This is an optimization exercise on Yosys and OpenROAD, whose aim is small area and a short achievable clock period, not a production implementation.
Function was checked by simulation only, so behaviour that the tests miss may differ from the original.
Power and IR drop assume default switching activity. The clock port is modelled as an ideal driver; clocking choices that lean on that would not hold on a real chip.

== try-garnet ==
Design sobel_3x3, start of the top module:
module sobel_3x3 #(
  parameter int IMG_WIDTH  = 128,
  parameter int IMG_HEIGHT = 128,
  parameter int DATA_W     = DATA_W_DEF
) (
  input  logic              clk,
  input  logic              rst_n,
  input  logic              valid_in,
  input  logic [DATA_W-1:0] pixel_in,
  output logic              valid_out,
  output logic [DATA_W-1:0] pixel_out,
  output logic              eof_out
);
  localparam int CW    = $clog2(IMG_WIDTH);
  localparam int RW    = $clog2(IMG_HEIGHT);
  localparam int NST   = 5;                   
  localparam int HW    = DATA_W - 1;          
  logic              acc;
  logic [CW-1:0]     col_q;
  logic [RW-1:0]     row_q;
  logic              last_col, last_row, win_ok;
  logic [IMG_WIDTH-1:0][DATA_W-1:0]   lb1;
  logic [IMG_WIDTH+1:0][DATA_W-1:0]   lb2;
  logic [2:0][DATA_W-1:0] w_t, w_m, w_b;
  logic [NST:1]      v_q, eof_q;
  logic [DATA_W:0]   u1_q, v1_q, w1_q, x1_q;          
  logic [DATA_W+1:0] ya2_q, yb2_q;                    
  logic [DATA_W:0]   u2_q;
  logic [DATA_W+2:0] a3_q, b3_q;                      
  logic              sat4_q;                           
  logic [HW-1:0]     ma4_q, mb4_q;
  logic [DATA_W-1:0] pix_q;                            
  logic              sat_a, sat_b;
  logic [HW-1:0]     ma, mb, mx;
  sobel_line_buffer #(.DEPTH(IMG_WIDTH), .DATA_W(DATA_W)) u_lb1 (
    .clk  (clk),
    .en   (valid_in),
    .din  (pixel_in),
    .taps (lb1)
  );
  sobel_line_buffer #(.DEPTH(IMG_WIDTH + 2), .DATA_W(DATA_W)) u_lb2 (
    .clk  (clk),
    .en   (valid_in),
    .din  (lb1[IMG_WIDTH-1]),
    .taps (lb2)
  );
  assign w_b = {pixel_in, lb1[0], lb1[1]};
  assign w_m = {lb1[IMG_WIDTH-1], lb2[0], lb2[1]};
  assign w_t = {lb2[IMG_WIDTH-1], lb2[IMG_WIDTH], lb2[IMG_WIDTH+1]};
  assign last_col = (col_q == CW'(IMG_WIDTH - 1));
  assign last_row = (row_q == RW'(IMG_HEIGHT - 1));
  assign acc      = rst_n && valid_in;
  assign win_ok   = acc && (row_q >= RW'(2)) && (col_q >= CW'(2));
  assign sat_a = ~((a3_q[DATA_W+2:HW] == '0) ||
                   ((a3_q[DATA_W+2:HW] == '1) && (a3_q[HW-1:0] != '0)));
  ...
export LEC_CHECK = 0
export ABC_CLOCK_PERIOD_IN_PS = 1500
export CAP_MARGIN = 20
export CORE_MARGIN = 2
export CORE_UTILIZATION = 70
export CTS_BUF_LIST = sky130_fd_sc_hd__clkbuf_16
export CTS_CLUSTER_DIAMETER = 100
export CTS_CLUSTER_SIZE = 25
export SETUP_SLACK_MARGIN = 3.0
export SLEW_MARGIN = 20
create_clock -name core_clock -period 5.0 [get_ports {clk}]
standard.sh (not shown) runs the stock make flow with config.mk's settings and CLKGATE_MAP_FILE= SYNTH_SCRIPT=/design/flow/synth_recipe.tcl, a recipe that flattens the netlist after the stock synthesis.
==> flow/flow/run.sh <==
#!/bin/bash
# Own layout flow: the standard flow (standard.sh) unchanged except for the
# clock tree synthesis arguments: larger sink clusters on clkbuf_16 leaves,
# full use of the leaf buffer's max capacitance, and no dummy loads.
# make's output goes to standard_finish.log; each ORFS step logs under orfs/logs.
set -euo pipefail
export CTS_ARGS="-sink_clustering_enable -repair_clock_nets -buf_list sky130_fd_sc_hd__buf_12 -root_buf sky130_fd_sc_hd__buf_16 -sink_clustering_size 30 -sink_clustering_max_diameter 80 -sink_buffer_max_cap_derate 1.0 -dont_use_dummy_load"
bash standard.sh finish > standard_finish.log 2>&1
try-garnet reached the final stage; the timing, design-rule and antenna checks on its layout passed.
For try-quartz, these inputs were changed with respect to try-garnet:
Settings: changing CORE_UTILIZATION from 70 to 74.
--- a/flow/flow/run.sh
+++ b/flow/flow/run.sh
@@ -6,3 +6,3 @@
 set -euo pipefail
-export CTS_ARGS="-sink_clustering_enable -repair_clock_nets -buf_list sky130_fd_sc_hd__buf_12 -root_buf sky130_fd_sc_hd__buf_16 -sink_clustering_size 30 -sink_clustering_max_diameter 80 -sink_buffer_max_cap_derate 1.0 -dont_use_dummy_load"
+export CTS_ARGS="-sink_clustering_enable -repair_clock_nets -buf_list sky130_fd_sc_hd__clkbuf_16 -sink_clustering_size 30 -sink_clustering_max_diameter 80 -sink_buffer_max_cap_derate 1.0 -dont_use_dummy_load"
 bash standard.sh finish > standard_finish.log 2>&1
### Flow results
[try-quartz] final cell count without fillers fell about 0.4% relative to try-garnet. Floorplan row count, try-quartz and try-garnet, lower one = try-quartz. Compared with try-garnet, via count in try-quartz increased by a few percent. In try-quartz, the total of plain and repair buffers excluding clock buffers came out 25% above the value in try-garnet. Re total power: try-quartz and try-garnet aren't equal, and the higher value belongs to try-quartz. Reported for try-quartz and try-garnet, count of flip-flops with a built-in enable after synthesis turned out identical to the last digit.
The inputs of try-maple differ from those of try-quartz as listed below.
Settings: a change of CORE_UTILIZATION from 74 to 70.
--- a/flow/flow/run.sh
+++ b/flow/flow/run.sh
@@ -6,3 +6,3 @@
 set -euo pipefail
-export CTS_ARGS="-sink_clustering_enable -repair_clock_nets -buf_list sky130_fd_sc_hd__clkbuf_16 -sink_clustering_size 30 -sink_clustering_max_diameter 80 -sink_buffer_max_cap_derate 1.0 -dont_use_dummy_load"
+export CTS_ARGS="-sink_clustering_enable -repair_clock_nets -buf_list sky130_fd_sc_hd__buf_12 -sink_clustering_size 25 -sink_clustering_max_diameter 80 -sink_buffer_max_cap_derate 1.0 -dont_use_dummy_load"
 bash standard.sh finish > standard_finish.log 2>&1
--- outcome ---
- Looking at area of the multi-input gates, try-maple sits 0.88% higher than try-quartz does.
- try-maple vs. try-quartz: clock-cell share of area now smaller; wire length on met2 now smaller; fmax now larger; worst ir drop on vdd now smaller; number of max-slew violations in the final report comparable.
- try-maple was carried through to the last stage, and its layout satisfied the timing, design-rule and antenna checks.
- Summary of try-maple over try-quartz: setup slack picked up an extra 120 ps, part of the total power dissipated in the clock network picked up an extra 0.3 points, time the final worst path needs with I/O delays and setup lost 120 ps.
- Measured against each other, try-quartz and try-maple differ in met3 track utilization from global routing, the lower figure coming from try-maple.
Input changes introduced in try-nickel (baseline for comparison: try-maple):
Settings: changing CTS_CLUSTER_SIZE from 25 to 30; changing CORE_UTILIZATION from 70 to 80.
==> flow/run.sh (new file) <==
#!/bin/bash
# synth_recipe.tcl (not shown) runs the flow's synth.tcl, then flattens the netlist and writes it again
# the make line also repeats each setting of config.mk as NAME=value (left out here)
make -C /OpenROAD-flow-scripts/flow DESIGN_CONFIG=/design/flow/config.mk WORK_HOME=/design/flow/orfs CLKGATE_MAP_FILE= SYNTH_SCRIPT=/design/flow/synth_recipe.tcl finish
removed: flow/flow/run.sh
removed: flow/standard.sh
## What came out
In the summary table, try-nickel is marked failed, with error DPL-0033 raised in detailed placement (3_5_place_dp). Sequential element share of the synthesized area essentially unchanged between try-nickel and try-maple. Diff try-maple -> try-nickel: number of rows created at floorplan lost 6.1%; initial core utilization picked up an extra 9.9 points; area after synthesis neither gained nor lost much. Summary: with try-maple as the reference, width of the die in try-nickel moved down by a few percent.
Modified inputs, try-raven compared to try-nickel
Settings: swapping 80 for 70 in CORE_UTILIZATION; swapping 30 for 25 in CTS_CLUSTER_SIZE.
==> flow/flow/run.sh (new file) <==
#!/bin/bash
# Own layout flow: the standard flow (standard.sh) unchanged except for the
# clock tree synthesis arguments: larger sink clusters on clkbuf_16 leaves,
# full use of the leaf buffer's max capacitance, and no dummy loads.
# make's output goes to standard_finish.log; each ORFS step logs under orfs/logs.
set -euo pipefail
export CTS_ARGS="-sink_clustering_enable -repair_clock_nets -buf_list sky130_fd_sc_hd__clkbuf_16 -sink_clustering_size 30 -sink_clustering_max_diameter 80 -sink_buffer_max_cap_derate 1.0 -dont_use_dummy_load"
bash standard.sh finish > standard_finish.log 2>&1
==> flow/standard.sh (new file) <==
#!/bin/bash
# synth_recipe.tcl (not shown) runs the flow's synth.tcl, then flattens the netlist and writes it again
# the make line also repeats each setting of config.mk as NAME=value (left out here)
make -C /OpenROAD-flow-scripts/flow DESIGN_CONFIG=/design/flow/config.mk WORK_HOME=/design/flow/orfs CLKGATE_MAP_FILE= SYNTH_SCRIPT=/design/flow/synth_recipe.tcl "${@:-finish}"
removed: flow/run.sh
==> comparison <==
try-nickel failed in detailed placement (3_5_place_dp) with DPL-0033. In summary, try-raven completed successfully, with a layout that passed the timing, design-rule and antenna checks. Sort try-raven and try-nickel by placer's final routability congestion estimate, descending, and try-nickel comes first. Net count after synthesis essentially unchanged between try-raven and try-nickel. Row count was lower in the run labelled try-nickel.

afterwards: timing with drivers on the ports:
The results above use ideal ports. As a check the final layouts listed here were re-extracted and re-timed, cells and wires unchanged.
Step 1 assumes that a clkbuf_16 drives the clock port and a buf_2 every other input.
Step 2 moves the port delays by t, midway between the first and last clock arrival at a register: inputs arrive t later, outputs are due t later. That takes back most of the time a late clock gives input paths.
Slacks: ideal / step 1 / step 2; pairs: ideal / step 1.
| run | shift t [ns] | setup slack, ns | pins driven straight from the clock port |
|---|---|---|---|
| try-garnet | 0.676 | 2.917 / 2.845 / 2.300 | 1 |
| try-quartz | 0.728 | 2.799 / 2.734 / 2.209 | 1 |
| try-maple | 0.682 | 2.915 / 2.843 / 2.195 | 1 |
| try-raven | 0.712 | 2.883 / 2.816 / 2.208 | 1 |
After both steps every run listed still meets setup and hold. The setup slack of try-maple, which loses most, moves by -0.072 ns with the drivers and by -0.720 ns with both steps.
